This is an optimization exercise on Yosys and OpenROAD, whose aim is small area, not a production implementation. The RTL was checked by simulation tests, not by an equivalence proof against the original design. Power and IR drop assume default switching activity.

`config.mk`:
```
export PLATFORM = sky130hd
export DESIGN_NAME = ack_retry_pending_table
export DESIGN_NICKNAME = ack_retry_pending_table
export VERILOG_FILES = /design/flow/design.v
export SDC_FILE = /design/flow/constraint.sdc
export NUM_CORES = 4
export LEC_CHECK = 0
export CAP_MARGIN = 20
export CORE_MARGIN = 2
export CORE_UTILIZATION = 60
export CTS_CLUSTER_DIAMETER = 100
export CTS_CLUSTER_SIZE = 30
export SLEW_MARGIN = 20
```
`constraint.sdc`:
```
create_clock -name core_clock -period 10.0 [get_ports {clk}]
set_input_delay 2.0000 -clock core_clock [delete_from_list [all_inputs] [get_ports {clk}]]
set_output_delay 2.0000 -clock core_clock [all_outputs]
set_load 0.01 [all_outputs]
```
`design.v`:
```
package artp_pkg;
  localparam int SLOTS_DEF = 8;
endpackage
module ack_retry_pending_table (
  input  logic        clk,
  input  logic        rst_n,
  input  logic        in_valid,
  output logic        in_ready,
  input  logic [1:0]  in_req_type,
  input  logic [31:0] in_now_ms,
  input  logic [7:0]  in_dest_addr,
  input  logic [7:0]  in_packet_kind,
  input  logic [7:0]  in_ack_seq,
  input  logic [7:0]  in_ack_source,
  output logic        out_valid,
  input  logic        out_ready,
  output logic [2:0]  out_event,
  output logic [2:0]  out_slot,
  output logic [7:0]  out_seq,
  output logic [7:0]  out_peer_addr,
  output logic [7:0]  out_kind,
  output logic [3:0]  out_retry_count,
  output logic        out_ack_needed,
  output logic [31:0] out_lost_total,
  output logic        out_last,
  input  logic        cfg_we,
  input  logic [2:0]  cfg_idx,
  input  logic [15:0] cfg_wdata
);
  localparam logic [2:0] ST_IDLE = 3'd0, ST_MP = 3'd1, ST_T1 = 3'd2, ST_RS = 3'd3,
                        ST_ACC = 3'd4, ST_EMIT = 3'd5;
  logic        cfg_gw;
  logic [7:0]  cfg_own, cfg_bcast, cfg_dkind;
  logic [15:0] cfg_tmo;
  logic [3:0]  cfg_limit;
  always_ff @(posedge clk) begin
    if (!rst_n) begin
      cfg_gw    <= 1'b0;
      cfg_own   <= 8'd0;
      cfg_bcast <= 8'd255;
      cfg_dkind <= 8'd0;
      cfg_tmo   <= 16'd2000;
      cfg_limit <= 4'd3;
    end else if (cfg_we) begin
      case (cfg_idx)
        3'd0: cfg_gw    <= cfg_wdata[0];
        3'd1: cfg_own   <= cfg_wdata[7:0];
        3'd2: cfg_bcast <= cfg_wdata[7:0];
        3'd3: cfg_dkind <= cfg_wdata[7:0];
        3'd4: cfg_tmo   <= cfg_wdata;
        3'd5: cfg_limit <= cfg_wdata[3:0];
        default: ;
      endcase
    end
  end
  logic [2:0]   st;
  logic [6:0]   cyc;
  logic [7:0]   seq_r;
  logic [31:0]  loss_r;
  logic         found;       
  logic         blk;         
  logic         b_q, gt_q;   
  logic         to_hold;     
  logic [7:0]   v_q, m_q;
  logic [63:0]  dest_q, kind_q, seq_q;
  logic [31:0]  retr_q;
  logic [255:0] stamp_q;
  logic         ov, o_last, o_an;
  logic [2:0]   o_ev, o_slot;
  logic [7:0]   o_seq, o_peer, o_kind;
  logic [3:0]   o_retr;
  wire [2:0] head_slot = cyc[2:0];
  wire [3:0] dig    = cyc[3:0];
  wire [1:0] now_d  = in_now_ms[2*dig +: 2];
  wire [1:0] tmo_d  = cyc[3] ? 2'd0 : cfg_tmo[2*cyc[2:0] +: 2];
  wire [1:0] st_d   = stamp_q[1:0];
  wire       b_in   = (dig != 4'd0) && b_q;
  wire       gt_in  = (dig != 4'd0) && gt_q;
  wire [2:0] age_d  = {1'b0, now_d} - {1'b0, st_d} - {2'd0, b_in};
  wire       gt_out = (age_d[1:0] > tmo_d) || ((age_d[1:0] == tmo_d) && gt_in);
  always_ff @(posedge clk) begin
    b_q  <= age_d[2];
    gt_q <= gt_out;
    if (dig == 4'd15) to_hold <= gt_out;
  end
  wire        e_v    = v_q[0];
  wire        e_m    = m_q[0];
  wire [7:0]  e_dest = dest_q[7:0];
  wire [7:0]  e_kind = kind_q[7:0];
  wire [7:0]  e_seq  = seq_q[7:0];
  wire [3:0]  e_retr = retr_q[3:0];
  wire gwk    = cfg_gw && (e_kind == cfg_dkind);
  wire is_bc  = (e_dest == cfg_bcast);
  wire for_us = (in_dest_addr == cfg_own) || (in_dest_addr == cfg_bcast);
  wire r_lt   = (e_retr < cfg_limit);
  wire apply  = (cyc[6:4] == head_slot + 3'd1) && !cyc[3] &&
                (((st == ST_T1) && (cyc[6:4] != 3'd0)) ||
                 ((st == ST_RS) && (cyc[6:4] == 3'd0) && (in_req_type == 2'd2)));
  wire mp     = (st == ST_MP);
  wire wr_new = mp && (in_req_type == 2'd0) && !e_v && !found;
  wire a_hit  = mp && (in_req_type == 2'd1) && e_v && for_us && (e_seq == in_ack_seq);
  wire tk     = apply && e_v;
  wire t_send = tk && gwk;
  wire t_bc   = tk && !gwk && is_bc;
  wire t_to   = tk && !gwk && !is_bc && to_hold;
  wire t_retx = t_to && r_lt;
  wire t_fail = t_to && !r_lt;
  wire q_tick = o_ev[2];
  wire q_ack  = !o_ev[2] && o_ev[1];
  wire q_add  = !o_ev[2] && !o_ev[1];
  wire out_free = !ov || out_ready;
  wire any_m    = |m_q;
  wire others   = |m_q[7:1];
  wire acc_fire = (st == ST_ACC) && in_valid && !ov;
  wire emit_ld  = (st == ST_EMIT) && e_m && !blk && out_free;
  wire fail_ld  = emit_ld && q_tick && !e_v && !gwk;
  assign in_ready = (st == ST_ACC) && !ov;
  wire        v_new    = wr_new || (e_v && !(a_hit || t_send || t_bc || t_fail));
  wire        m_new    = (mp || apply) ? (wr_new || a_hit || t_send || t_to) : (e_m && !emit_ld);
  wire [3:0]  retr_new = wr_new ? 4'd0 : (t_retx ? e_retr + 4'd1 : e_retr);
  wire [7:0]  dest_new = wr_new ? in_dest_addr   : e_dest;
  wire [7:0]  kind_new = wr_new ? in_packet_kind : e_kind;
  wire [7:0]  seq_new  = wr_new ? seq_r          : e_seq;
  wire [7:0]  vm       = v_q & m_q;
  wire [2:0]  rs_pos   = cyc[6:4] - head_slot;
  wire        restamp  = (st == ST_RS) && vm[rs_pos];
  wire [1:0]  stmp_new = restamp ? now_d : st_d;
  always_ff @(posedge clk) begin
    v_q     <= rst_n ? {v_new, v_q[7:1]} : 8'd0;
    m_q     <= {m_new, m_q[7:1]};
    dest_q  <= {dest_new, dest_q[63:8]};
    kind_q  <= {kind_new, kind_q[63:8]};
    seq_q   <= {seq_new, seq_q[63:8]};
    retr_q  <= {retr_new, retr_q[31:4]};
    stamp_q <= {stmp_new, stamp_q[255:2]};
  end
  always_ff @(posedge clk) begin
    if (!rst_n) begin
      st     <= ST_IDLE;
      cyc    <= 7'd0;
      seq_r  <= 8'd0;
      loss_r <= 32'd0;
      ov     <= 1'b0;
    end else begin
      cyc <= cyc + 7'd1;
      if (wr_new)  seq_r  <= seq_r + 8'd1;
      if (fail_ld) loss_r <= loss_r + 32'd1;
      case (st)
        ST_IDLE: if (in_valid) begin
          case (in_req_type)
            2'd0:    if (cyc == 7'd119)     st <= ST_MP;
            2'd2:    if (cyc == 7'd127)     st <= ST_T1;
            default: if (head_slot == 3'd7) st <= ST_MP;   
          endcase
        end
        ST_MP:   if (head_slot == 3'd7) st <= (in_req_type == 2'd0) ? ST_RS : ST_ACC;
        ST_T1:   if (cyc == 7'd127) st <= ST_RS;
        ST_RS:   if (cyc == 7'd127) st <= ST_ACC;
        ST_ACC:  if (acc_fire) st <= any_m ? ST_EMIT : ST_IDLE;
        default: if (emit_ld && !others) st <= ST_IDLE;
      endcase
      if (acc_fire)       ov <= !any_m;
      else if (emit_ld)   ov <= 1'b1;
      else if (out_ready) ov <= 1'b0;
    end
  end
  always_ff @(posedge clk) begin
    found <= (st == ST_IDLE) ? 1'b0 : (found || wr_new);
    if (head_slot == 3'd7)     blk <= 1'b0;
    else if (acc_fire)         blk <= 1'b1;
    else if (e_m && !out_free) blk <= 1'b1;
  end
  always_ff @(posedge clk) begin
    if (acc_fire) begin
      o_ev   <= (in_req_type == 2'd0) ? 3'd1 : (in_req_type == 2'd1) ? 3'd3 : 3'd7;
      o_slot <= 3'd0;
      o_seq  <= (in_req_type == 2'd1) ? in_ack_seq : 8'd0;
      o_peer <= (in_req_type == 2'd1) ? in_ack_source :
                (in_req_type == 2'd0) ? in_dest_addr : 8'd0;
      o_kind <= 8'd0;
      o_retr <= 4'd0;
      o_an   <= 1'b0;
      o_last <= 1'b1;
    end else if (emit_ld) begin
      o_ev   <= q_add ? 3'd0 : q_ack ? 3'd2 :
                e_v ? 3'd5 : (gwk ? 3'd4 : 3'd6);
      o_slot <= head_slot;
      o_seq  <= e_seq;
      if (q_tick) o_peer <= e_dest;
      o_kind <= e_kind;
      o_retr <= e_retr;
      o_an   <= q_add && !cfg_gw && !is_bc;
      o_last <= !others;
    end
  end
  assign out_valid       = ov;
  assign out_event       = o_ev;
  assign out_slot        = o_slot;
  assign out_seq         = o_seq;
  assign out_peer_addr   = o_peer;
  assign out_kind        = o_kind;
  assign out_retry_count = o_retr;
  assign out_ack_needed  = o_an;
  assign out_lost_total  = loss_r;
  assign out_last        = o_last;
endmodule
```
`flow/run.sh`:
```
#!/bin/bash
# Own flow: the standard layout, with the port buffers made of the
# smallest buffer cell instead of the one buffer_ports picks by itself.
set -euo pipefail
export BUFFER_PORTS_ARGS="-buffer_cell sky130_fd_sc_hd__buf_1"
bash standard.sh > standard_flow.log 2>&1
```
`standard.sh`:
```
#!/bin/bash
# synth_recipe.tcl (not shown) runs the flow's synth.tcl, then flattens the netlist and writes it again
# the make line also repeats each setting of config.mk as NAME=value (left out here)
make -C /OpenROAD-flow-scripts/flow DESIGN_CONFIG=/design/flow/config.mk WORK_HOME=/design/flow/orfs CLKGATE_MAP_FILE= SYNTH_SCRIPT=/design/flow/synth_recipe.tcl "${@:-finish}"
```
==> results.txt, run 1 <==
outcome timing/DRC/antenna clean; power per cell area approximately 230 mW/mm^2; Area contributors post-synth dfxtp_1, nand2_1, edfxtp_1; # setup viols final 0; Clock Root Buffer clkbuf_16; core area ~0.029 mm^2; clock buffer depth 3; Switching Fraction a little under a quarter; area leader, netlist dfxtp_1; DR DRC count 0; xor and xnor fraction of the mapped netlist area just under 3%; DRT Wirelength between 30 and 40 mm; number of fill cells between 2,000 and 2,500; RR Startpoint cyc[0]; fraction of layout cells with a size suffix above 1 4.31%; simple-gate share of the synthesized area 12.0%; RSZ-0062 raised after global routing no; min-delay src kind_q[16]; fmax 0.244 GHz; switching power between 900 and 1000 uW; DP HPWL between 20 and 25 mm; Mean Syn Cell Area about 12 um^2; YS warnings 1; final RePlAce weighted congestion roughly 0.81; Die Ht around 170 um; period utilization between 40% and 50%; 1st-iter DRT viols between 600 and 700; R2R cell count 10; Die Area 0.0304 mm^2; maxcap violations 0; Final WS setup between 5 and 6 ns; dpl cells roughly 1,900; dpl ws between 5 and 6 ns; Clk pwr share between 20% and 30%; crit-path max FO 15; Syn-to-layout area delta 9.44%; total track usage around a fifth; Ports 160; Hold-fix buffers, CTS 0; CTS resizes 0; Crit Path Category register to output pin; IO buf count between 150 and 200; FF-to-FF End to_hold; mux cell area share after synthesis 3.15%; Yosys reg bits approximately 630; chip width 174 um; Syn Std Cell Area approximately 0.017 mm^2; Worst Tran Pin Value about 1.0 ns; flop2flop setup slack 6.66 ns; Hold Violations, Final 0; Commonest cells post-synth dfxtp_1, nand2_1, a21oi_1, xnor2_1, clkbuf_1; cell with the most instances after synthesis dfxtp_1; critical path required time ~8.0 ns; combinational share of power slightly below 7%; ys flop type dfxtp_1; async set-reset flop share out of synthesis 0%; Clock Sinks approximately 630; synth unique cells 60; Vias slightly below 10,000; CTS tree built; DRT antenna net count 0; Synth Area in Adders 1.21%; initial antenna violation count 0; Rel. slew slack between 30% and 40%; routed len/inst between 15 and 20 um; setup TNS 0 ns; critical path endpoint category output pin; Net Count, Synth about 1,500; via/cell ratio approximately 5.1; Hold Path Class register to register; P_leak 0.00728 uW; compound-gate portion of the synthesized area under 10%; cell internal pwr 3320 uW; effective utilization at floorplan between 60% and 70%; Startpoint Class register; Post-Synthesis Cells 1,404; area taken by flip-flops and latches roughly 0.013 mm^2; Hold Crit Depth 0; Worst Skew 0.0339 ns; 1st-pass router iterations 5; Design Power between 4000 and 5000 uW; Layout Nets approximately 1,600; Worst Hold End kind_q[8]; setup repair bufs after CTS 0; post-synth top area share a little over two thirds; clk latency of the worst-skew pair between 0.5 and 0.6 ns; vias in the first global route between 9,000 and 10,000; largest net degree at the start of global routing 68; number of synthesized flops with an enable pin 20; Hold WS between 0.2 and 0.3 ns; CTS H-tree lvls 1; Critical Path Start st[2]; CP arrival roughly 2.1 ns; sequential area share after synthesis between 70 and 80%; Sequential Power Share 65.5%; Ant. Diodes 0; Reg clk slew, reported paths between 0.1 and 0.15 ns; Non-Filler Instances 1,937; grt total ovfl 0; Max VDD drop between 150 and 200 uV; largest family of logic cells by synthesized area simple AND/OR/NAND/NOR gates; Tmin final 4.10 ns; CTS buffer count 25; Row Count 62; first-pass GRT wire length roughly 50 mm; combined area of the multi-input logic cells approximately 0.0043 mm^2; max-slew violations 0
-- flip-flops by register name (all words and copies together), names as in the netlist, 8 cells and up, named ones only --
name       cells
seq_r          8
v_q            8
o_seq          8
stamp_q      256
retr_q        32
dest_q        64
seq_q         64
kind_q        64
cfg_tmo       16
o_peer         8
loss_r        32
m_q            8
cfg_bcast      8
o_kind         8
cfg_dkind      8
cfg_own        8
-- critical path, stage by stage, from the launching register on --
cell     delay [ns]
dfxtp_1        0.63
nor4b_1        0.69
buf_1          0.21
-- area by class of cell --
class / instances / share of cell area (%)
Multi-Input combinational cell: 695 / 22.4
Timing Repair Buffer: 169 / 3.53
Inverter: 20 / 0.393
Sequential cell: 633 / 67.4
Clock buffer: 34 / 3.45
Clock inverter: 2 / 0.262
Tap cell: 384 / 2.52
-- metal layers --
| metal | up-vias | GRT usage, % | routed length (um) |
|---|---|---|---|
| li1 | 4952 | - | - |
| met1 | 4651 | 30.4 | 15200 |
| met2 | 233 | 31.2 | 13400 |
| met3 | 61 | 2.73 | 1420 |
| met4 | 0 | 7.40 | 1130 |
| met5 | - | 0 | 0 |
-- cells in the final DEF (no fill, tap or decap), types with 12 or more instances in the layout --
master / n
nand2_1: 236
edfxtp_1: 20
nand4_1: 20
nand3_1: 40
ha_1: 12
clkbuf_16: 25
a22o_1: 16
buf_1: 158
o21ai_0: 34
dfxtp_1: 613
xor2_1: 12
mux2i_1: 20
inv_1: 19
mux4_2: 14
nand2b_1: 20
xnor2_1: 46
nor2_1: 41
a21oi_1: 47
nor4_1: 12
-- how the worst max path moves through the flow --
| stage | to | slack (ns) | cells after the start |
|---|---|---|---|
| floorplan | to_hold | 5.63 | 9 |
| global placement | to_hold | 5.36 | 10 |
| detailed placement | to_hold | 5.31 | 10 |
| CTS | to_hold | 5.93 | 10 |
| global route | to_hold | 5.84 | 10 |
| finish | in_ready | 5.90 | 2 |
-- power by group through the flow --
stage	Combinational, uW	Sequential [uW]	Clock [uW]
finish	293	2820	1190
global route	328	2840	1310
CTS	295	2820	1230
detailed placement	293	2880	0
global placement	290	2870	0
floorplan	207	2840	0
-- cells by family (layout without fill, tap and decap cells) --
kind of cell             after synthesis  in the layout
multiplexers                          37             37
buffers and inverters                 76            225
AO/OA/AOI/OAI                        144            144
XOR/XNOR                              58             58
AND/OR/NAND/NOR                      441            441
adder cells (fa/ha/maj)               15             15
flip-flops                           633            633
-- per-stage QoR --
step	util [%]	instance area, um^2
global placement	64.2	18400
CTS	66.7	19100
global route	66.7	19100
detailed placement	64.2	18400
floorplan	-	17400
finish	66.7	19100
==> run 2: changes to the inputs <==
--- a/config.mk
+++ b/config.mk
@@ -8,6 +8,7 @@
 export CAP_MARGIN = 20
 export CORE_MARGIN = 2
 export CORE_UTILIZATION = 60
-export CTS_CLUSTER_DIAMETER = 100
-export CTS_CLUSTER_SIZE = 30
+export CTS_BUF_LIST = sky130_fd_sc_hd__clkbuf_8
+export CTS_CLUSTER_DIAMETER = 60
+export CTS_CLUSTER_SIZE = 16
 export SLEW_MARGIN = 20
==> results.txt, run 2 <==
Sequential Power Share 64.9% (-0.6 points); CP arrival 2.15 ns (+0.05 ns); Die Ht 174 um (unchanged); Area contributors post-synth dfxtp_1, nand2_1, edfxtp_1; setup TNS 0 ns (unchanged); Layout Nets 1,671 (+1.3%); period utilization 41.5% (+0.51 points); ys flop type dfxtp_1; Hold Violations, Final 0 (unchanged); DR DRC count 0 (unchanged); outcome timing/DRC/antenna clean; post-layout util 67.0% (+0.34 points); most frequent cells in the layout dfxtp_1, nand2_1, buf_1; Ant. Diodes 0 (unchanged); core area 0.0286 mm^2 (unchanged); total track usage 20.8% (+0.24 points); final RePlAce weighted congestion 0.814 (unchanged); placed cell areas 0.0184 mm^2 (unchanged); sequential area share after synthesis 73.8% (unchanged); CTS H-tree lvls 2 (+1); Hold Path Class register to register; CTS buffer count 47 (+88%); CTS resizes 0 (unchanged); 1st-pass router iterations 7 (+2); fraction of layout cells with a size suffix above 1 6.14% (+1.8 points); maxcap violations 0 (unchanged); DRT antenna net count 0 (unchanged); largest net degree at the start of global routing 68 (unchanged); max reg flops 256 (unchanged); Clock Root Buffer clkbuf_8; DRT Wirelength 31.4 mm (+0.67%); clk latency of the worst-skew pair 0.59 ns (about the same); Tmin final 4.15 ns (+0.0513 ns); Reg clk slew, reported paths 0.09 ns (-0.02 ns); Post-Synthesis Cells 1,404 (unchanged); switching power 1010 uW (+2.4%); clock buffer depth 3 (unchanged); effective utilization at floorplan 60.9% (unchanged); power per cell area 226 mW/mm^2 (+0.39%); Clk pwr share 28.4% (+0.7 points); IO buf count 159 (unchanged); cell with the most instances after synthesis dfxtp_1; max-slew violations 0 (unchanged); post-synth top area share 70.4% (unchanged); 1st-iter DRT viols 568 (-14%); CTS tree built; YS warnings 1 (unchanged); Syn Std Cell Area 0.0174 mm^2 (unchanged); initial antenna violation count 0 (unchanged); critical path required time 8.00 ns (about the same); DP HPWL 21.1 mm (unchanged); commonest non-fill, non-tap cell in the layout dfxtp_1; Clock Sinks 633 (unchanged); setup repair bufs after CTS 0 (unchanged); cell internal pwr 3340 uW (+0.46%); vias in the first global route 9,608 (+2.1%); crit-path max FO 15 (unchanged); grt total ovfl 0 (unchanged); Worst Tran Pin Value 1.05 ns (+0.0473 ns); Mean Syn Cell Area 12.4 um^2 (unchanged); area leader, netlist dfxtp_1; critical path endpoint category output pin; Row Count 62 (unchanged); Die Area 0.0304 mm^2 (unchanged); Rel. slew slack 29.9% (-3.2 points); Most flops, register stamp_q; first-pass GRT wire length 50.3 mm (+0.63%); number of fill cells 2,184 (-0.77%); Crit Path Category register to output pin; # setup viols final 0 (unchanged); Net Count, Synth 1,509 (unchanged); routed len/inst 16.0 um (-0.76%); async set-reset flop share out of synthesis 0% (unchanged); number of synthesized flops with an enable pin 20 (unchanged); P_leak 0.00738 uW (+1.4%); Hold-fix buffers, CTS 0 (unchanged); Syn-to-layout area delta 10.0%; Yosys reg bits 633 (unchanged); fmax 0.241 GHz (-1.2%); via/cell ratio 5.10 (-0.16%); Worst Skew 0.0204 ns (-0.0135 ns); RSZ-0062 raised after global routing no; Max VDD drop 163 uV (-16%); Commonest cells post-synth dfxtp_1, nand2_1, a21oi_1, xnor2_1, clkbuf_1; Ports 160 (unchanged); combinational share of power 6.8% (about the same); synth unique cells 60 (unchanged); fin area 0.0192 mm^2 (+0.51%); Switching Fraction 23.2% (+0.33 points); Startpoint Class register; Vias 10,000 (+1.3%); chip width 174 um (unchanged)
## run 2: cell count changes in the layout (fill, tap and decap cells not counted), sizes merged
cell	change
clkbuf	+16
inv	+10
bufinv	+1
clkinv	+1
## run 2: cell families after synthesis
| logic type | after synthesis | share of synthesized area (%) |
|---|---|---|
| buffers and inverters | 76 | 1.76 |
| multiplexers | 37 | 3.15 |
| AND/OR/NAND/NOR | 441 | 12.0 |
| flip-flops | 633 | 73.8 |
| adder cells (fa/ha/maj) | 15 | 1.21 |
| AO/OA/AOI/OAI | 144 | 5.20 |
| XOR/XNOR | 58 | 2.91 |
## run 2: path summary, 6_finish.rpt
kind	start	depth (start not counted)	end	slack [ns]
min reg2reg	kind_q[27]	0	kind_q[19]	0.32
max	st[2]	2	in_ready	5.85
max reg2reg	cyc[0]	10	to_hold	6.69
min	kind_q[27]	0	kind_q[19]	0.32
## run 2: metrics by stage
step / hold slack [ns] / worst slack (ns) / power [uW] / instances
floorplan: 0.310 / 5.63 / 3050 / 1404
global placement: 0.310 / 5.36 / 3160 / 1901
detailed placement: 0.312 / 5.31 / 3170 / 1901
CTS: 0.327 / 5.93 / 4390 / 1965
global route: 0.325 / 5.83 / 4530 / 1965
finish: 0.323 / 5.85 / 4340 / 1965
## run 2: routing by layer
metal / wire length [um] / up-vias / track usage [%]
li1: - / 5001 / -
met1: 15200 / 4703 / 30.3
met2: 13600 / 267 / 31.6
met3: 1750 / 53 / 3.63
met4: 848 / 0 / 7.33
met5: 0 / - / 0
## run 2: power groups by stage
stage | Combinational, uW | Clock [uW] | Sequential, uW
3_3_place_gp | 290 | 0 | 2870
3_5_place_dp | 293 | 0 | 2880
5_1_grt | 328 | 1370 | 2840
6_report | 294 | 1230 | 2820
4_1_cts | 295 | 1270 | 2820
2_1_floorplan | 207 | 0 | 2840
## run 2: worst max-delay path, cell delays in order (launching register included)
cell and delay (ns):
dfxtp_1 0.63, nor4b_1 0.73, buf_1 0.21
## run 2: cell type report
cell class / instances / area (um^2) / area share [%]
sequential: 633 / 12900 / 67.1
clock inverter: 14 / 119 / 0.620
multi-input combinational: 695 / 4280 / 22.3
tap: 384 / 480 / 2.50
inverter: 20 / 75.1 / 0.391
clock buffer: 50 / 688 / 3.59
timing repair buffer: 169 / 673 / 3.51
==> run 3: changes to the inputs <==
==> run.sh (new file) <==
#!/bin/bash
# synth_recipe.tcl (not shown) runs the flow's synth.tcl, then flattens the netlist and writes it again
# the make line also repeats each setting of config.mk as NAME=value (left out here)
make -C /OpenROAD-flow-scripts/flow DESIGN_CONFIG=/design/flow/config.mk WORK_HOME=/design/flow/orfs CLKGATE_MAP_FILE= SYNTH_SCRIPT=/design/flow/synth_recipe.tcl finish
--- a/config.mk
+++ b/config.mk
@@ -8,7 +8,6 @@
 export CAP_MARGIN = 20
 export CORE_MARGIN = 2
 export CORE_UTILIZATION = 60
-export CTS_BUF_LIST = sky130_fd_sc_hd__clkbuf_8
-export CTS_CLUSTER_DIAMETER = 60
-export CTS_CLUSTER_SIZE = 16
+export CTS_CLUSTER_DIAMETER = 100
+export CTS_CLUSTER_SIZE = 30
 export SLEW_MARGIN = 20
removed: flow/run.sh
removed: standard.sh
==> results.txt, run 3 <==
outcome timing/DRC/antenna clean; Die Ht 174 um (unchanged); Vias 9,873 (-1.5%); number of fill cells 2,078 (-4.9%); DP HPWL 21.5 mm (+2.0%); Hold Violations, Final 0 (unchanged); ys flop type dfxtp_1; critical path endpoint category register; IO buf count 159 (unchanged); Critical Path Start in_now_ms[24]; Syn-to-layout area delta 15.1%; Yosys reg bits 633 (unchanged); largest family of logic cells by synthesized area simple AND/OR/NAND/NOR gates; combinational share of power 7.7% (+0.9 points); core area 0.0286 mm^2 (unchanged); flop2flop setup slack 6.71 ns (+0.02 ns); critical path required time 10.31 ns (+2.31 ns); mux cell area share after synthesis 3.15% (unchanged); cell internal pwr 3360 uW (+0.66%); # setup viols final 0 (unchanged); Row Count 62 (unchanged); max reg flops 256 (unchanged); switching power 989 uW (-1.8%); Rel. slew slack 28.4% (-1.6 points); final RePlAce weighted congestion 0.830 (+2.0%); via/cell ratio 5.10 (about the same); commonest non-fill, non-tap cell in the layout dfxtp_1; compound-gate portion of the synthesized area 5.20% (unchanged); most frequent cells in the layout dfxtp_1, nand2_1, clkdlybuf4s50_1; P_leak 0.00768 uW (+4.1%); Mean Syn Cell Area 12.4 um^2 (unchanged); Hold Path Class register to register; crit-path max FO 2 (-13); sequential area share after synthesis 73.8% (unchanged); Startpoint Class input pin; Post-Synthesis Cells 1,404 (unchanged); period utilization 44.2% (+2.7 points); setup TNS 0 ns (unchanged); CP endpoint to_hold; Most flops, register stamp_q; async set-reset flop share out of synthesis 0% (unchanged); clock buffer depth 3 (unchanged); Synth Area in Adders 1.21% (unchanged); CTS H-tree lvls 1 (-1); CP arrival 4.73 ns (+2.58 ns); Worst Skew 0.0351 ns (+0.0147 ns); synth unique cells 60 (unchanged); post-synth top area share 70.4% (unchanged); Max VDD drop 214 uV (+31%); DRT Wirelength 32.0 mm (+1.9%); Switching Fraction 22.8% (-0.45 points); Slowest-stage cell, CP mux4_2; Crit Path Category input pin to register; Clock Sinks 633 (unchanged); Clk pwr share 27.5% (-0.9 points); Die Area 0.0304 mm^2 (unchanged); largest net degree at the start of global routing 68 (unchanged); area leader, netlist dfxtp_1; Hold-fix buffers, CTS 0 (unchanged); maxcap violations 0 (unchanged); total track usage 21.3% (+0.52 points); Final WS setup 5.58 ns (-0.274 ns); Clock Root Buffer clkbuf_16; simple-gate share of the synthesized area 12.0% (unchanged); 1st-pass router iterations 7 (unchanged); setup repair bufs after CTS 0 (unchanged); initial antenna violation count 0 (unchanged); worst path cell trace clkdlybuf4s50_1 -> mux4_2 -> mux4_2 -> inv_1 -> fa_1 -> inv_1 -> fa_1 -> ha_1 -> a21oi_1 -> a31oi_1; 1st-iter DRT viols 646 (+14%); Net Count, Synth 1,509 (unchanged); fmax 0.226 GHz (-6.2%); Area contributors post-synth dfxtp_1, nand2_1, edfxtp_1; max-slew violations 0 (unchanged); Commonest cells post-synth dfxtp_1, nand2_1, a21oi_1, xnor2_1, clkbuf_1; YS warnings 1 (unchanged); Ports 160 (unchanged); CTS buffer count 25 (-47%); first-pass GRT wire length 51.7 mm (+2.7%); routed len/inst 16.5 um (+3.4%); effective utilization at floorplan 60.9% (unchanged); FF-to-FF End to_hold; clk latency of the worst-skew pair 0.59 ns (about the same); Hold WS 0.291 ns (-0.0324 ns); power per cell area 217 mW/mm^2 (-4.3%); CTS tree built; Layout Nets 1,649 (-1.3%); RR Startpoint cyc[0]; Syn Std Cell Area 0.0174 mm^2 (unchanged); Sequential Power Share 64.8% (about the same); xor and xnor fraction of the mapped netlist area 2.91% (unchanged); Worst Tran Pin Value 1.07 ns (+0.0233 ns); number of synthesized flops with an enable pin 20 (unchanged); DRT antenna net count 0 (unchanged); Tmin final 4.42 ns (+0.274 ns); Ant. Diodes 0 (unchanged); grt total ovfl 0 (unchanged); DR DRC count 0 (unchanged); Design Power 4350 uW (about the same); dpl ws 5.00 ns (-0.311 ns); fraction of layout cells with a size suffix above 1 4.32% (-1.8 points); Reg clk slew, reported paths 0.11 ns (+0.02 ns); RSZ-0062 raised after global routing no; chip width 174 um (unchanged); vias in the first global route 9,707 (+1.0%); cell with the most instances after synthesis dfxtp_1; CTS resizes 0 (unchanged); crit-path max cell delay 0.50 ns (-0.23 ns); R2R cell count 10 (unchanged)
run 3: kinds of logic (layout without fill, tap and decap cells):
group | count (synthesis) | count (layout)
DFF | 633 | 633
and+or+nand+nor | 441 | 441
AOI/OAI and AO/OA | 144 | 144
adders and majority gates | 15 | 15
buffers and inverters | 76 | 224
xor gates and xnor gates | 58 | 58
muxes | 37 | 37
run 3: layout make-up:
| type | instances | area, um^2 | share of cell area, % |
|---|---|---|---|
| sequential | 633 | 12900 | 64.1 |
| multi-input combinational | 695 | 4280 | 21.3 |
| timing repair buffer | 169 | 1660 | 8.28 |
| clock buffer | 33 | 656 | 3.27 |
| tap | 384 | 480 | 2.39 |
| inverter | 20 | 75.1 | 0.374 |
| clock inverter | 2 | 50.0 | 0.249 |
run 3: worst min-delay path by stage:
stage	startpoint	end	slack, ns	cells after the start
3_3_place_gp	dest_q[29]	dest_q[21]	0.31	0
3_5_place_dp	dest_q[62]	dest_q[54]	0.31	0
5_1_grt	dest_q[36]	dest_q[28]	0.29	0
6_report	kind_q[18]	kind_q[10]	0.29	0
2_1_floorplan	dest_q[8]	dest_q[0]	0.31	0
4_1_cts	kind_q[18]	kind_q[10]	0.29	0
run 3: power groups by stage:
stage / logic, uW / clock network (uW) / registers, uW
after detailed placement: 334 / 0 / 2880
after floorplan: 207 / 0 / 2840
after global routing: 370 / 1310 / 2840
after global placement: 328 / 0 / 2870
after CTS: 336 / 1220 / 2820
final: 336 / 1190 / 2820
run 3: stage by stage:
stage | area, um^2 | util (%) | instances
final | 20100 | 70.1 | 1936
after global routing | 20100 | 70.1 | 1936
after floorplan | 17400 | - | 1404
after global placement | 19400 | 67.7 | 1901
after CTS | 20100 | 70.1 | 1936
after detailed placement | 19400 | 67.7 | 1901
run 3: critical path, delay by kind of cell:
family                   cells  cell delay (ns)
AO/OA/AOI/OAI                2             0.20
buffers and inverters        3             0.60
multiplexers                 2             1.00
adder cells (fa/ha/maj)      3             0.92
run 3: metal layers:
| metal | share of wire, % | track usage (%) | routed length, um |
|---|---|---|---|
| met3 | 4.9 | 3.24 | 1580 |
| met5 | 0 | 0 | 0 |
| met4 | 1.9 | 4.62 | 624 |
| met1 | 47 | 30.5 | 15100 |
| met2 | 46 | 34.6 | 14700 |
==> run 4: changes to the inputs <==
--- a/design.v
+++ b/design.v
@@ -65,7 +65,7 @@
   logic [63:0]  dest_q, kind_q, seq_q;
   logic [31:0]  retr_q;
   logic [255:0] stamp_q;
-  logic         ov, o_last, o_an;
+  logic         ov, o_an;
   logic [2:0]   o_ev, o_slot;
   logic [7:0]   o_seq, o_peer, o_kind;
   logic [3:0]   o_retr;
@@ -134,6 +134,12 @@
     retr_q  <= {retr_new, retr_q[31:4]};
     stamp_q <= {stmp_new, stamp_q[255:2]};
   end
+  logic [8:0]  seq_t;
+  logic [32:0] loss_t;
+  assign seq_t[0]  = wr_new;
+  assign loss_t[0] = fail_ld;
+  for (genvar i = 0; i < 8; i++)  assign seq_t[i+1]  = seq_t[i] & seq_r[i];
+  for (genvar i = 0; i < 32; i++) assign loss_t[i+1] = loss_t[i] & loss_r[i];
   always_ff @(posedge clk) begin
     if (!rst_n) begin
       st     <= ST_IDLE;
@@ -143,10 +149,10 @@
       ov     <= 1'b0;
     end else begin
       cyc <= cyc + 7'd1;
-      if (wr_new)  seq_r  <= seq_r + 8'd1;
-      if (fail_ld) loss_r <= loss_r + 32'd1;
+      seq_r  <= seq_r ^ seq_t[7:0];
+      loss_r <= loss_r ^ loss_t[31:0];
       case (st)
-        ST_IDLE: if (in_valid) begin
+        ST_IDLE: if (in_valid && !ov) begin
           case (in_req_type)
             2'd0:    if (cyc == 7'd119)     st <= ST_MP;
             2'd2:    if (cyc == 7'd127)     st <= ST_T1;
@@ -180,7 +186,6 @@
       o_kind <= 8'd0;
       o_retr <= 4'd0;
       o_an   <= 1'b0;
-      o_last <= 1'b1;
     end else if (emit_ld) begin
       o_ev   <= q_add ? 3'd0 : q_ack ? 3'd2 :
                 e_v ? 3'd5 : (gwk ? 3'd4 : 3'd6);
@@ -190,7 +195,6 @@
       o_kind <= e_kind;
       o_retr <= e_retr;
       o_an   <= q_add && !cfg_gw && !is_bc;
-      o_last <= !others;
     end
   end
   assign out_valid       = ov;
@@ -202,5 +206,5 @@
   assign out_retry_count = o_retr;
   assign out_ack_needed  = o_an;
   assign out_lost_total  = loss_r;
-  assign out_last        = o_last;
+  assign out_last        = !any_m;
 endmodule
==> flow/run.sh (new file) <==
#!/bin/bash
# Own flow: the standard layout, with the port buffers made of the
# smallest buffer cell instead of the one buffer_ports picks by itself.
set -euo pipefail
export BUFFER_PORTS_ARGS="-buffer_cell sky130_fd_sc_hd__buf_1"
bash standard.sh > standard_flow.log 2>&1
==> standard.sh (new file) <==
#!/bin/bash
# synth_recipe.tcl (not shown) runs the flow's synth.tcl, then flattens the netlist and writes it again
# the make line also repeats each setting of config.mk as NAME=value (left out here)
make -C /OpenROAD-flow-scripts/flow DESIGN_CONFIG=/design/flow/config.mk WORK_HOME=/design/flow/orfs CLKGATE_MAP_FILE= SYNTH_SCRIPT=/design/flow/synth_recipe.tcl "${@:-finish}"
--- a/config.mk
+++ b/config.mk
@@ -8,6 +8,7 @@
 export CAP_MARGIN = 20
 export CORE_MARGIN = 2
 export CORE_UTILIZATION = 60
-export CTS_CLUSTER_DIAMETER = 100
+export CTS_BUF_LIST = sky130_fd_sc_hd__clkbuf_16
+export CTS_CLUSTER_DIAMETER = 60
 export CTS_CLUSTER_SIZE = 30
 export SLEW_MARGIN = 20
removed: run.sh
==> results.txt, run 4 <==
RSZ-0062 raised after global routing no; Worst Tran Pin Value 1.02 ns (-0.0554 ns); CP most frequent cell ha_1; clock buffer depth 3 (unchanged); Worst Skew 0.0247 ns (-0.0104 ns); Syn-to-layout area delta 12.4%; CTS H-tree lvls 2 (+1); DR DRC count 0 (unchanged); chip width 173 um (-0.90%); Ant. Diodes 0 (unchanged); area leader, netlist dfxtp_1; post-layout util 68.9% (-1.2 points); Non-Filler Instances 1,852 (-4.3%); CTS tree built; post-synth top area share 71.6% (+1.2 points); Yosys reg bits 632 (-0.16%); # setup viols final 0 (unchanged); Row Count 61 (-1.6%); max-slew violations 0 (unchanged); max reg flops 256 (unchanged); Clock Root Buffer clkbuf_16; sequential area share after synthesis 75.1% (+1.3 points); async set-reset flop share out of synthesis 0% (unchanged); Layout Nets 1,596 (-3.2%); outcome timing/DRC/antenna clean; Reg clk slew, reported paths 0.10 ns (about the same); final RePlAce weighted congestion 0.843 (+1.5%); setup repair bufs after CTS 0 (unchanged); CTS buffer count 35 (+40%); first-pass GRT wire length 48.1 mm (-7.0%); Rel. slew slack 32.0% (+3.6 points); period utilization 82.8% (+39 points); CTS resizes 0 (unchanged); Max VDD drop 160 uV (-25%); Mean Syn Cell Area 13.2 um^2 (+6.3%); Most flops, register stamp_q; Syn Std Cell Area 0.0171 mm^2 (-1.8%); core area 0.0279 mm^2 (-2.4%); power per cell area 225 mW/mm^2 (+3.9%); largest net degree at the start of global routing 107 (+57%); fmax 0.121 GHz (-47%); setup TNS 0 ns (unchanged); number of fill cells 2,060 (-0.87%); Commonest cells post-synth dfxtp_1, nand2_1, and2_1, ha_1, xnor2_1; Hold WS 0.316 ns (+0.0244 ns); Post-Synthesis Cells 1,296 (-7.7%); P_leak 0.00782 uW (+1.8%); Die Area 0.0299 mm^2 (-1.8%); fraction of layout cells with a size suffix above 1 6.04% (+1.7 points); Clock Sinks 632 (-0.16%); Startpoint Class input pin; total track usage 20.1% (-1.2 points); IO buf count 159 (unchanged); DRT antenna net count 0 (unchanged); routed len/inst 16.1 um (-2.8%); synth unique cells 59 (-1.7%); critical path's top delay family adder cells; 1st-iter DRT viols 647 (+0.15%); commonest non-fill, non-tap cell in the layout dfxtp_1; CP bufs+invs 1 (-2); effective utilization at floorplan 61.3% (+0.36 points); grt total ovfl 0 (unchanged); Vias 9,162 (-7.2%); DRT Wirelength 29.8 mm (-7.0%); Area contributors post-synth dfxtp_1, nand2_1, edfxtp_1; Crit Path Category input pin to register; Hold-fix buffers, CTS 0 (unchanged); YS warnings 1 (unchanged); vias in the first global route 9,048 (-6.8%); Die Ht 173 um (-0.90%); critical path endpoint category register; clk latency of the worst-skew pair 0.53 ns (-0.06 ns); initial antenna violation count 1 (+1); critical path required time 10.44 ns (+0.13 ns); Hold Violations, Final 0 (unchanged); Slowest-stage cell, CP nand4_1; most frequent cells in the layout dfxtp_1, nand2_1, buf_1; Design Power 4330 uW (-0.32%); CP arrival 8.71 ns (+3.98 ns); maxcap violations 0 (unchanged); cell with the most instances after synthesis dfxtp_1; Ports 160 (unchanged); crit-path max cell delay 0.29 ns (-0.21 ns); 1st-pass router iterations 5 (-2); DP HPWL 19.4 mm (-9.8%); Hold Path Class register to register; Tmin final 8.28 ns (+3.86 ns); number of synthesized flops with an enable pin 20 (unchanged); Net Count, Synth 1,437 (-4.8%); ys flop type dfxtp_1; via/cell ratio 4.95 (-3.0%); crit-path max FO 6 (+4); dpl cells 1,796 (-5.5%)
[run 4: worst paths after layout]
kind                            startpoint    endpoint  slack [ns]  cells after the start
worst max-delay path             out_ready  loss_r[31]        1.72                     37
worst min-delay path            dest_q[38]  dest_q[30]        0.32                      0
worst max register to register   kind_q[1]  loss_r[31]        2.42                     37
worst min register to register  dest_q[38]  dest_q[30]        0.32                      0
[run 4: kinds of logic after synthesis]
family	synth area share [%]
AND/OR/NAND/NOR	10.3
buffers and inverters	1.37
adder cells (fa/ha/maj)	3.86
flip-flops	75.1
AO/OA/AOI/OAI	4.21
XOR/XNOR	2.56
multiplexers	2.62
[run 4: worst register-to-register path, delay by kind of cell, from the launching register on]
kind,cells,cell delay (ns)
xor gates and xnor gates,2,0.28
adders and majority gates,31,5.70
DFF,1,0.39
and+or+nand+nor,4,1.14
[run 4: routing by layer]
metal	up-vias	global-route usage, %	wire [um]
met2	238	30.4	12700
met5	-	0	13
met3	56	3.72	1650
li1	4577	-	-
met1	4289	29.5	14600
met4	2	6.36	746
[run 4: final cells by class]
type	count	area (um^2)	share of cell area (%)
Inverter	16	60.1	0.312
Timing Repair Buffer	164	636	3.30
Tap cell	378	473	2.46
Sequential cell	632	12900	66.8
Clock buffer	37	926	4.81
Multi-Input combinational cell	606	4040	21.0
Clock inverter	19	263	1.37
[run 4: per-stage QoR]
step           setup WS [ns]  instance area [um^2]
2_1_floorplan           1.87                 17100
3_3_place_gp            1.22                 18100
3_5_place_dp            1.13                 18100
4_1_cts                 1.67                 19200
5_1_grt                 1.39                 19200
6_report                1.72                 19200
[run 4: power breakdown]
group / total (uW) / internal, uW / switching [uW] / leakage (uW)
clock: 1570 / 725 / 842 / 0.000578
combinational: 138 / 61.2 / 77.1 / 0.00211
sequential: 2630 / 2590 / 34.7 / 0.00513
==> run 5: changes to the inputs <==
--- a/config.mk
+++ b/config.mk
@@ -9,6 +9,6 @@
 export CORE_MARGIN = 2
 export CORE_UTILIZATION = 60
 export CTS_BUF_LIST = sky130_fd_sc_hd__clkbuf_16
-export CTS_CLUSTER_DIAMETER = 60
-export CTS_CLUSTER_SIZE = 30
+export CTS_CLUSTER_DIAMETER = 100
+export CTS_CLUSTER_SIZE = 25
 export SLEW_MARGIN = 20
==> results.txt, run 5 <==
flop2flop setup slack 2.40 ns (-0.02 ns); CTS resizes 0 (unchanged); CP arrival 8.71 ns (about the same); Clock Root Buffer clkbuf_16; Hold Violations, Final 0 (unchanged); setup repair bufs after CTS 0 (unchanged); Ports 160 (unchanged); critical path endpoint category register; Die Area 0.0299 mm^2 (unchanged); DRT antenna net count 0 (unchanged); first-pass GRT wire length 47.7 mm (-0.73%); FF-to-FF End loss_r[31]; chip width 173 um (unchanged); CTS tree built; DR DRC count 0 (unchanged); clock buffer depth 3 (unchanged); Clk pwr share 31.2% (-5.0 points); 1st-pass router iterations 4 (-1); Worst Skew 0.0175 ns (-0.00725 ns); Commonest cells post-synth dfxtp_1, nand2_1, and2_1, ha_1, xnor2_1; CTS H-tree lvls 1 (-1); CTS buffer count 29 (-17%); fmax 0.122 GHz (+0.74%); ys flop type dfxtp_1; min-delay src seq_q[62]; Worst Hold End seq_q[54]; commonest non-fill, non-tap cell in the layout dfxtp_1; combinational share of power 3.4% (+0.2 points); total track usage 19.9% (-0.21 points); max reg flops 256 (unchanged); P_leak 0.00766 uW (-2.1%); Crit Path Category input pin to register; Startpoint Class input pin; Post-Synthesis Cells 1,296 (unchanged); period utilization 82.2% (-0.61 points); Clock Sinks 632 (unchanged); maxcap violations 0 (unchanged); Hold-fix buffers, CTS 0 (unchanged); largest net degree at the start of global routing 107 (unchanged); grt total ovfl 0 (unchanged); dpl cells 1,796 (unchanged); RSZ-0062 raised after global routing no; IO buf count 159 (unchanged); CP most frequent cell ha_1; number of fill cells 2,135 (+3.6%); setup TNS 0 ns (unchanged); Hold Crit Depth 0 (unchanged); Max VDD drop 200 uV (+25%); critical path required time 10.49 ns (+0.05 ns); clk latency of the worst-skew pair 0.59 ns (+0.06 ns); Die Ht 173 um (unchanged); sequential area share after synthesis 75.1% (unchanged); final RePlAce weighted congestion 0.843 (unchanged); Rel. slew slack 32.6% (+0.67 points); cell with the most instances after synthesis dfxtp_1; Yosys reg bits 632 (unchanged); RR Startpoint kind_q[1]; synth unique cells 59 (unchanged); cell internal pwr 3190 uW (-5.8%); Vias 9,091 (-0.77%); crit-path max cell delay 0.29 ns (about the same); Critical Path Start out_ready; outcome timing/DRC/antenna clean; Slowest-stage cell, CP nand4_1; async set-reset flop share out of synthesis 0% (unchanged); crit-path max FO 6 (unchanged); Row Count 61 (unchanged); Layout Nets 1,590 (-0.38%); Non-Filler Instances 1,834 (-0.97%); 1st-iter DRT viols 579 (-11%); Area contributors post-synth dfxtp_1, nand2_1, edfxtp_1; YS warnings 1 (unchanged); Mean Syn Cell Area 13.2 um^2 (unchanged); R2R cell count 37 (unchanged); number of synthesized flops with an enable pin 20 (unchanged); Most flops, register stamp_q; post-layout util 67.5% (-1.4 points); Sequential Power Share 65.4% (+4.8 points); Syn Std Cell Area 0.0171 mm^2 (unchanged); max-slew violations 0 (unchanged); effective utilization at floorplan 61.3% (unchanged); Tmin final 8.22 ns (-0.0609 ns); Syn-to-layout area delta 10.1%; fraction of layout cells with a size suffix above 1 4.46% (-1.6 points); Reg clk slew, reported paths 0.09 ns (about the same); initial antenna violation count 1 (unchanged); routed len/inst 16.2 um (+0.63%); via/cell ratio 4.96 (+0.20%); Hold Path Class register to register; Worst Tran Pin Value 1.01 ns (-0.0101 ns); post-synth top area share 71.6% (unchanged); Switching Fraction 20.8% (-1.3 points); Ant. Diodes 0 (unchanged); # setup viols final 0 (unchanged); most frequent cells in the layout dfxtp_1, nand2_1, buf_1; DRT Wirelength 29.7 mm (-0.35%); area leader, netlist dfxtp_1; Net Count, Synth 1,437 (unchanged); switching power 834 uW (-13%); power per cell area 213 mW/mm^2 (-5.3%); core area 0.0279 mm^2 (unchanged); vias in the first global route 8,932 (-1.3%); DP HPWL 19.4 mm (unchanged)
run 5: cell types whose count changed in the layout (fill, tap and decap cells not counted), sizes merged:
cell,before,now
inv,28,25
clkinv,7,0
clkbuf,38,30
run 5: kinds of logic (layout without fill, tap and decap cells):
| family | Yosys count | count (layout) | synth area share, % |
|---|---|---|---|
| flops | 632 | 632 | 75.1 |
| simple gates | 372 | 372 | 10.3 |
| compound gates | 106 | 106 | 4.21 |
| buf+inv | 58 | 218 | 1.37 |
| fa+ha+maj | 51 | 51 | 3.86 |
| xor+xnor | 50 | 50 | 2.56 |
| mux | 27 | 27 | 2.62 |
run 5: cell type report:
type | instances | area, um^2 | area share, %
inverters | 16 | 60.1 | 0.319
flip-flops and latches | 632 | 12900 | 68.2
multi-input cells | 606 | 4040 | 21.4
well taps | 378 | 473 | 2.51
clock buffers | 29 | 726 | 3.85
clock inverters | 9 | 66.3 | 0.352
repair buffers | 164 | 636 | 3.37
run 5: layer usage:
layer	global-route usage [%]	wire (um)
met5	0	13
met4	5.69	743
met3	3.56	1700
met2	30.3	12700
met1	29.3	14500
run 5: stage by stage:
stage	total power [uW]	cell area [um^2]	setup WS [ns]	hold WS [ns]
after floorplan	2760	17100	1.87	0.310
after global placement	2820	18100	1.22	0.310
after detailed placement	2820	18100	1.13	0.312
after CTS	4060	18900	1.72	0.326
after global routing	4180	18900	1.43	0.321
final	4020	18900	1.78	0.326
run 5: worst max path at each step:
stage	to	depth (start not counted)
2_1_floorplan	loss_r[31]	36
3_3_place_gp	loss_r[31]	37
3_5_place_dp	loss_r[31]	37
4_1_cts	loss_r[31]	37
5_1_grt	loss_r[31]	37
6_report	loss_r[31]	37
run 5: critical path: cells and delay by family:
kind,cells,cell delay (ns)
xor gates and xnor gates,1,0.15
and+or+nand+nor,4,0.77
adders and majority gates,31,5.68
buffers and inverters,1,0.11
run 5: power by group through the flow:
stage / clock (uW) / sequential [uW] / combinational [uW]
floorplan: 0 / 2670 / 93.8
global route: 1390 / 2640 / 153
CTS: 1290 / 2630 / 138
finish: 1250 / 2630 / 138
global placement: 0 / 2680 / 135
detailed placement: 0 / 2690 / 137
==> run 6: changes to the inputs <==
--- a/config.mk
+++ b/config.mk
@@ -7,8 +7,8 @@
 export LEC_CHECK = 0
 export CAP_MARGIN = 20
 export CORE_MARGIN = 2
-export CORE_UTILIZATION = 60
-export CTS_BUF_LIST = sky130_fd_sc_hd__clkbuf_16
-export CTS_CLUSTER_DIAMETER = 100
-export CTS_CLUSTER_SIZE = 25
+export CORE_UTILIZATION = 70
+export CTS_BUF_LIST = sky130_fd_sc_hd__clkbuf_8
+export CTS_CLUSTER_DIAMETER = 50
+export CTS_CLUSTER_SIZE = 18
 export SLEW_MARGIN = 20
==> results.txt, run 6 <==
Reg clk slew, reported paths 0.10 ns (about the same); chip width 160 um (-7.2%); Hold-fix buffers, CTS 0 (unchanged); Hold Violations, Final 0 (unchanged); Worst Hold End stamp_q[84]; critical path endpoint category register; Slowest-stage cell, CP nand4_1; via/cell ratio 5.16 (+4.1%); Non-Filler Instances 1,806 (-1.5%); Switching Fraction 21.8% (+1.1 points); Crit Path Category input pin to register; post-layout util 77.6% (+10 points); vias in the first global route 9,162 (+2.6%); cell with the most instances after synthesis dfxtp_1; Commonest cells post-synth dfxtp_1, nand2_1, and2_1, ha_1, xnor2_1; FF-to-FF End loss_r[31]; Max VDD drop 185 uV (-7.4%); Net Count, Synth 1,437 (unchanged); Area contributors post-synth dfxtp_1, nand2_1, edfxtp_1; DRT antenna net count 0 (unchanged); cell internal pwr 3100 uW (-2.8%); number of fill cells 1,513 (-29%); IO buf count 159 (unchanged); setup TNS 0 ns (unchanged); commonest non-fill, non-tap cell in the layout dfxtp_1; ys flop type dfxtp_1; routed len/inst 16.9 um (+4.4%); CP most frequent cell ha_1; Ant. Diodes 0 (unchanged); clock buffer depth 3 (unchanged); Syn Std Cell Area 0.0171 mm^2 (unchanged); CTS resizes 0 (unchanged); 1st-iter DRT viols 675 (+17%); RR Startpoint kind_q[6]; CP bufs+invs 1 (unchanged); fmax 0.121 GHz (-0.72%); total track usage 23.6% (+3.7 points); Yosys reg bits 632 (unchanged); CP arrival 8.75 ns (+0.04 ns); period utilization 82.8% (+0.60 points); Hold Path Class register to register; power per cell area 211 mW/mm^2 (-0.94%); max-slew violations 0 (unchanged); sequential area share after synthesis 75.1% (unchanged); first-pass GRT wire length 47.7 mm (about the same); Mean Syn Cell Area 13.2 um^2 (unchanged); Design Power 3960 uW (-1.4%); Startpoint Class input pin; Clock Sinks 632 (unchanged); setup repair bufs after CTS 0 (unchanged); CTS H-tree lvls 2 (+1); crit-path max FO 6 (unchanged); Worst Tran Pin Value 1.02 ns (+0.0129 ns); async set-reset flop share out of synthesis 0% (unchanged); crit-path max cell delay 0.32 ns (+0.03 ns); Hold Crit Depth 0 (unchanged); grt total ovfl 0 (unchanged); DRT Wirelength 30.5 mm (+2.8%); DP HPWL 20.2 mm (+4.3%); Post-Synthesis Cells 1,296 (unchanged); Rel. slew slack 31.6% (-1.0 points); clk latency of the worst-skew pair 0.58 ns (about the same); synth unique cells 59 (unchanged); outcome timing/DRC/antenna clean; switching power 865 uW (+3.8%); initial antenna violation count 0 (-1); min-delay src stamp_q[86]; P_leak 0.00765 uW (about the same); number of synthesized flops with an enable pin 20 (unchanged); Ports 160 (unchanged); core area 0.0242 mm^2 (-13%); Clk pwr share 30.2% (-1.0 points); RSZ-0062 raised after global routing no; maxcap violations 0 (unchanged); R2R cell count 37 (unchanged); Die Ht 160 um (-7.2%); Syn-to-layout area delta 9.56%; largest net degree at the start of global routing 107 (unchanged); Tmin final 8.28 ns (+0.0599 ns); Sequential Power Share 66.3% (+0.9 points); Worst Skew 0.0360 ns (+0.0185 ns); Most flops, register stamp_q; YS warnings 1 (unchanged); combinational share of power 3.5% (about the same); Row Count 57 (-6.6%); Clock Root Buffer clkbuf_8; flop2flop setup slack 2.37 ns (-0.03 ns); post-synth top area share 71.6% (unchanged); CTS buffer count 45 (+55%); critical path required time 10.47 ns (-0.02 ns); 1st-pass router iterations 7 (+3); fraction of layout cells with a size suffix above 1 6.21% (+1.7 points); effective utilization at floorplan 70.8% (+9.5 points); critical path's top delay family adder cells; Vias 9,323 (+2.6%); dpl cells 1,742 (-3.0%); area leader, netlist dfxtp_1; final RePlAce weighted congestion 0.841 (-0.19%); DR DRC count 0 (unchanged); most frequent cells in the layout dfxtp_1, nand2_1, buf_1; CTS tree built; max reg flops 256 (unchanged); # setup viols final 0 (unchanged); Die Area 0.0257 mm^2 (-14%); Layout Nets 1,606 (+1.0%)
-- run 6: power groups by stage --
stage | logic (uW) | registers (uW) | clock network (uW)
final | 138 | 2630 | 1200
after global routing | 151 | 2640 | 1320
after CTS | 138 | 2630 | 1220
after detailed placement | 136 | 2690 | 0
after global placement | 134 | 2680 | 0
after floorplan | 93.8 | 2670 | 0
-- run 6: logic make-up (layout without fill, tap and decap cells) --
family | after synthesis | count (layout) | synth area share [%]
AOI/OAI and AO/OA | 106 | 106 | 4.21
buffers and inverters | 58 | 244 | 1.37
and+or+nand+nor | 372 | 372 | 10.3
DFF | 632 | 632 | 75.1
xor gates and xnor gates | 50 | 50 | 2.56
muxes | 27 | 27 | 2.62
adders and majority gates | 51 | 51 | 3.86
-- run 6: layer usage --
| metal | share of wire [%] | routed length (um) | global-route usage [%] | up-vias |
|---|---|---|---|---|
| li1 | - | - | - | 4589 |
| met1 | 46 | 14000 | 33.2 | 4369 |
| met2 | 45 | 13600 | 37.1 | 297 |
| met3 | 6.6 | 2020 | 4.55 | 68 |
| met4 | 2.7 | 838 | 8.35 | 0 |
| met5 | 0 | 0 | 0 | - |
-- run 6: worst max path at each step --
stage / startpoint / to / cells after the start
2_1_floorplan: out_ready / loss_r[31] / 36
3_3_place_gp: out_ready / loss_r[31] / 37
3_5_place_dp: out_ready / loss_r[31] / 37
4_1_cts: out_ready / loss_r[31] / 37
5_1_grt: out_ready / loss_r[31] / 37
6_report: out_ready / loss_r[31] / 37
-- run 6: stage by stage --
step	instance area [um^2]	setup WS, ns	hold slack, ns
floorplan	17100	1.87	0.310
global placement	18000	1.24	0.309
detailed placement	18000	1.15	0.312
CTS	18800	1.77	0.321
global route	18800	1.49	0.324
finish	18800	1.72	0.319
-- run 6: worst reg2reg max path: cells and delay by family (launching register included) --
| kind | cells | cell delay, ns |
|---|---|---|
| flip-flops | 1 | 0.40 |
| XOR/XNOR | 2 | 0.28 |
| adder cells (fa/ha/maj) | 31 | 5.70 |
| AND/OR/NAND/NOR | 4 | 1.17 |
-- run 6: final cells by class --
| type | count | area (um^2) | share of cell area [%] |
|---|---|---|---|
| flip-flops and latches | 632 | 12900 | 68.5 |
| multi-input cells | 606 | 4040 | 21.5 |
| repair buffers | 164 | 636 | 3.39 |
| clock buffers | 46 | 633 | 3.38 |
| well taps | 324 | 405 | 2.16 |
| clock inverters | 18 | 131 | 0.700 |
| inverters | 16 | 60.1 | 0.320 |
==> run 7: changes to the inputs <==
--- a/config.mk
+++ b/config.mk
@@ -7,8 +7,8 @@
 export LEC_CHECK = 0
 export CAP_MARGIN = 20
 export CORE_MARGIN = 2
-export CORE_UTILIZATION = 70
+export CORE_UTILIZATION = 60
 export CTS_BUF_LIST = sky130_fd_sc_hd__clkbuf_8
-export CTS_CLUSTER_DIAMETER = 50
-export CTS_CLUSTER_SIZE = 18
+export CTS_CLUSTER_DIAMETER = 60
+export CTS_CLUSTER_SIZE = 16
 export SLEW_MARGIN = 20
==> results.txt, run 7 <==
power per cell area 212 mW/mm^2 (+0.44%); Syn-to-layout area delta 10.4%; commonest non-fill, non-tap cell in the layout dfxtp_1; period utilization 82.8% (about the same); 1st-pass router iterations 5 (-2); Row Count 61 (+7.0%); routed len/inst 15.9 um (-6.0%); flop2flop setup slack 2.36 ns (about the same); Slowest-stage cell, CP nand4_1; critical path required time 10.47 ns (about the same); via/cell ratio 4.95 (-4.2%); Most flops, register stamp_q; placed cell areas 0.0181 mm^2 (+0.38%); Clock Root Buffer clkbuf_8; Worst Tran Pin Value 1.01 ns (-0.0155 ns); area leader, netlist dfxtp_1; cell internal pwr 3160 uW (+2.2%); critical path's top delay family adder cells; post-layout util 67.6% (-9.9 points); # setup viols final 0 (unchanged); post-synth top area share 71.6% (unchanged); most frequent cells in the layout dfxtp_1, nand2_1, buf_1; CTS tree built; Hold WS 0.320 ns (+0.000339 ns); RR Startpoint kind_q[0]; clk latency of the worst-skew pair 0.58 ns (about the same); vias in the first global route 9,064 (-1.1%); Hold Path Class register to register; Ports 160 (unchanged); Clk pwr share 31.0% (+0.8 points); Ant. Diodes 0 (unchanged); DRT Wirelength 29.6 mm (-3.0%); setup TNS 0 ns (unchanged); DP HPWL 19.4 mm (-4.1%); chip width 173 um (+7.8%); 1st-iter DRT viols 556 (-18%); critical path endpoint category register; fin area 0.0189 mm^2 (+0.73%); grt total ovfl 0 (unchanged); CTS buffer count 47 (+4.4%); async set-reset flop share out of synthesis 0% (unchanged); Die Ht 173 um (+7.8%); core area 0.0279 mm^2 (+16%); largest net degree at the start of global routing 107 (unchanged); Layout Nets 1,608 (+0.12%); cell with the most instances after synthesis dfxtp_1; Syn Std Cell Area 0.0171 mm^2 (unchanged); Worst Hold End retr_q[2]; Vias 9,214 (-1.2%); RSZ-0062 raised after global routing no; Clock Sinks 632 (unchanged); Net Count, Synth 1,437 (unchanged); fmax 0.121 GHz (about the same); synth unique cells 59 (unchanged); Hold Violations, Final 0 (unchanged); CP bufs+invs 1 (unchanged); Worst Skew 0.0151 ns (-0.0209 ns); Yosys reg bits 632 (unchanged); effective utilization at floorplan 61.3% (-9.5 points); Die Area 0.0299 mm^2 (+16%); R2R cell count 37 (unchanged); FF-to-FF End loss_r[31]; combinational share of power 3.4% (about the same); P_leak 0.00769 uW (+0.53%); sequential area share after synthesis 75.1% (unchanged); Switching Fraction 21.1% (-0.76 points); setup repair bufs after CTS 0 (unchanged); CTS resizes 0 (unchanged); CP arrival 8.75 ns (about the same); max-slew violations 0 (unchanged); number of synthesized flops with an enable pin 20 (unchanged); maxcap violations 0 (unchanged); Area contributors post-synth dfxtp_1, nand2_1, edfxtp_1; Startpoint Class input pin; final RePlAce weighted congestion 0.843 (+0.19%); outcome timing/DRC/antenna clean; CP most frequent cell ha_1; first-pass GRT wire length 47.9 mm (+0.45%); fraction of layout cells with a size suffix above 1 6.26% (+0.055 points); max reg flops 256 (unchanged); YS warnings 1 (unchanged); Final WS setup 1.72 ns (+0.00301 ns); DR DRC count 0 (unchanged); IO buf count 159 (unchanged); initial antenna violation count 1 (+1); CTS H-tree lvls 2 (unchanged); Commonest cells post-synth dfxtp_1, nand2_1, and2_1, ha_1, xnor2_1; Rel. slew slack 32.6% (+1.0 points); min-delay src retr_q[6]; total track usage 19.9% (-3.7 points); Tmin final 8.28 ns (-0.00301 ns); Mean Syn Cell Area 13.2 um^2 (unchanged); ys flop type dfxtp_1; Post-Synthesis Cells 1,296 (unchanged); switching power 845 uW (-2.4%); dpl ws 1.13 ns (-0.0110 ns); Reg clk slew, reported paths 0.10 ns (about the same); Hold Crit Depth 0 (unchanged); crit-path max cell delay 0.29 ns (-0.03 ns); crit-path max FO 6 (unchanged); Hold-fix buffers, CTS 0 (unchanged); Crit Path Category input pin to register; Sequential Power Share 65.6% (-0.7 points); Max VDD drop 171 uV (-7.9%); DRT antenna net count 0 (unchanged); clock buffer depth 3 (unchanged)
## run 7: cells by family (layout without fill, tap and decap cells)
logic type,count (synthesis),in the layout,share of synthesized area [%]
mux,27,27,2.62
simple gates,372,372,10.3
compound gates,106,106,4.21
xor+xnor,50,50,2.56
buf+inv,58,247,1.37
fa+ha+maj,51,51,3.86
flops,632,632,75.1
## run 7: per-layer routing
metal	part of all wire, %	wire length, um	global-route usage, %	vias up
met2	42	12500	29.7	261
met1	49	14600	29.5	4296
met5	0.044	13	0	-
li1	-	-	-	4592
met3	5.6	1650	4.00	63
met4	2.7	806	6.43	2
## run 7: power by group through the flow
stage	registers, uW	logic (uW)	clock network [uW]
global placement	2680	135	0
global route	2640	153	1390
floorplan	2670	93.8	0
CTS	2630	138	1290
finish	2630	138	1240
detailed placement	2690	137	0
## run 7: how the worst max path moves through the flow
stage               from    endpoint  cells past startpoint
2_1_floorplan  out_ready  loss_r[31]                     36
3_3_place_gp   out_ready  loss_r[31]                     37
3_5_place_dp   out_ready  loss_r[31]                     37
4_1_cts        out_ready  loss_r[31]                     37
5_1_grt        out_ready  loss_r[31]                     37
6_report       out_ready  loss_r[31]                     37
## run 7: cell type report
type / count / area (um^2)
Clock inverter: 18 / 159
Inverter: 16 / 60.1
Multi-Input combinational cell: 606 / 4040
Timing Repair Buffer: 164 / 636
Tap cell: 378 / 473
Clock buffer: 49 / 674
Fill cell: 2130 / 9040
Sequential cell: 632 / 12900
## run 7: metrics by stage
step / cells / power [uW]
after global placement: 1796 / 2820
after CTS: 1863 / 4060
after floorplan: 1296 / 2760
after global routing: 1863 / 4180
after detailed placement: 1796 / 2820
final: 1863 / 4010
## run 7: worst register-to-register path: cells and delay by family, from the launching register on
family	cells	cell delay, ns
adder cells (fa/ha/maj)	31	5.73
AND/OR/NAND/NOR	4	1.16
flip-flops	1	0.39
XOR/XNOR	2	0.28

## static timing again, ports no longer ideal
In the flow no input, the clock included, has a driving cell. The finished layouts below were timed again as built, in two steps. Step 1, drivers: a clkbuf_16 drives clk and a buf_2 each remaining input, both assumed. Step 2 adds t to the input delays and takes it off the output delays; t is the mean of the earliest and latest rising clock arrival at the registers after step 1. Input paths then give back, and output paths get back, about the clock's delay inside the block. Slacks: ideal / step 1 / step 2; pairs: ideal / step 1.
run	shift t [ns]	slack for setup (ns)	worst setup path at the end	worst data-port slew with drivers (ns)	cell pins on the clock port's net
run 1	0.617	5.901 / 5.853 / 5.316	input to register	0.05	1
run 2	0.624	5.849 / 5.803 / 5.321	input to register	0.05	1
run 3	0.620	5.576 / 5.535 / 4.973	input to register	0.06	1
run 4	0.567	1.720 / 1.750 / 1.184	input to register	0.06	1
run 5	0.633	1.781 / 1.812 / 1.179	input to register	0.06	1
run 6	0.609	1.721 / 1.743 / 1.134	input to register	0.06	1
run 7	0.615	1.724 / 1.748 / 1.133	input to register	0.06	1
After both steps every run listed still meets setup and hold. The setup slack of run 3, which loses most, moves by -0.041 ns with the drivers and by -0.603 ns with both steps.
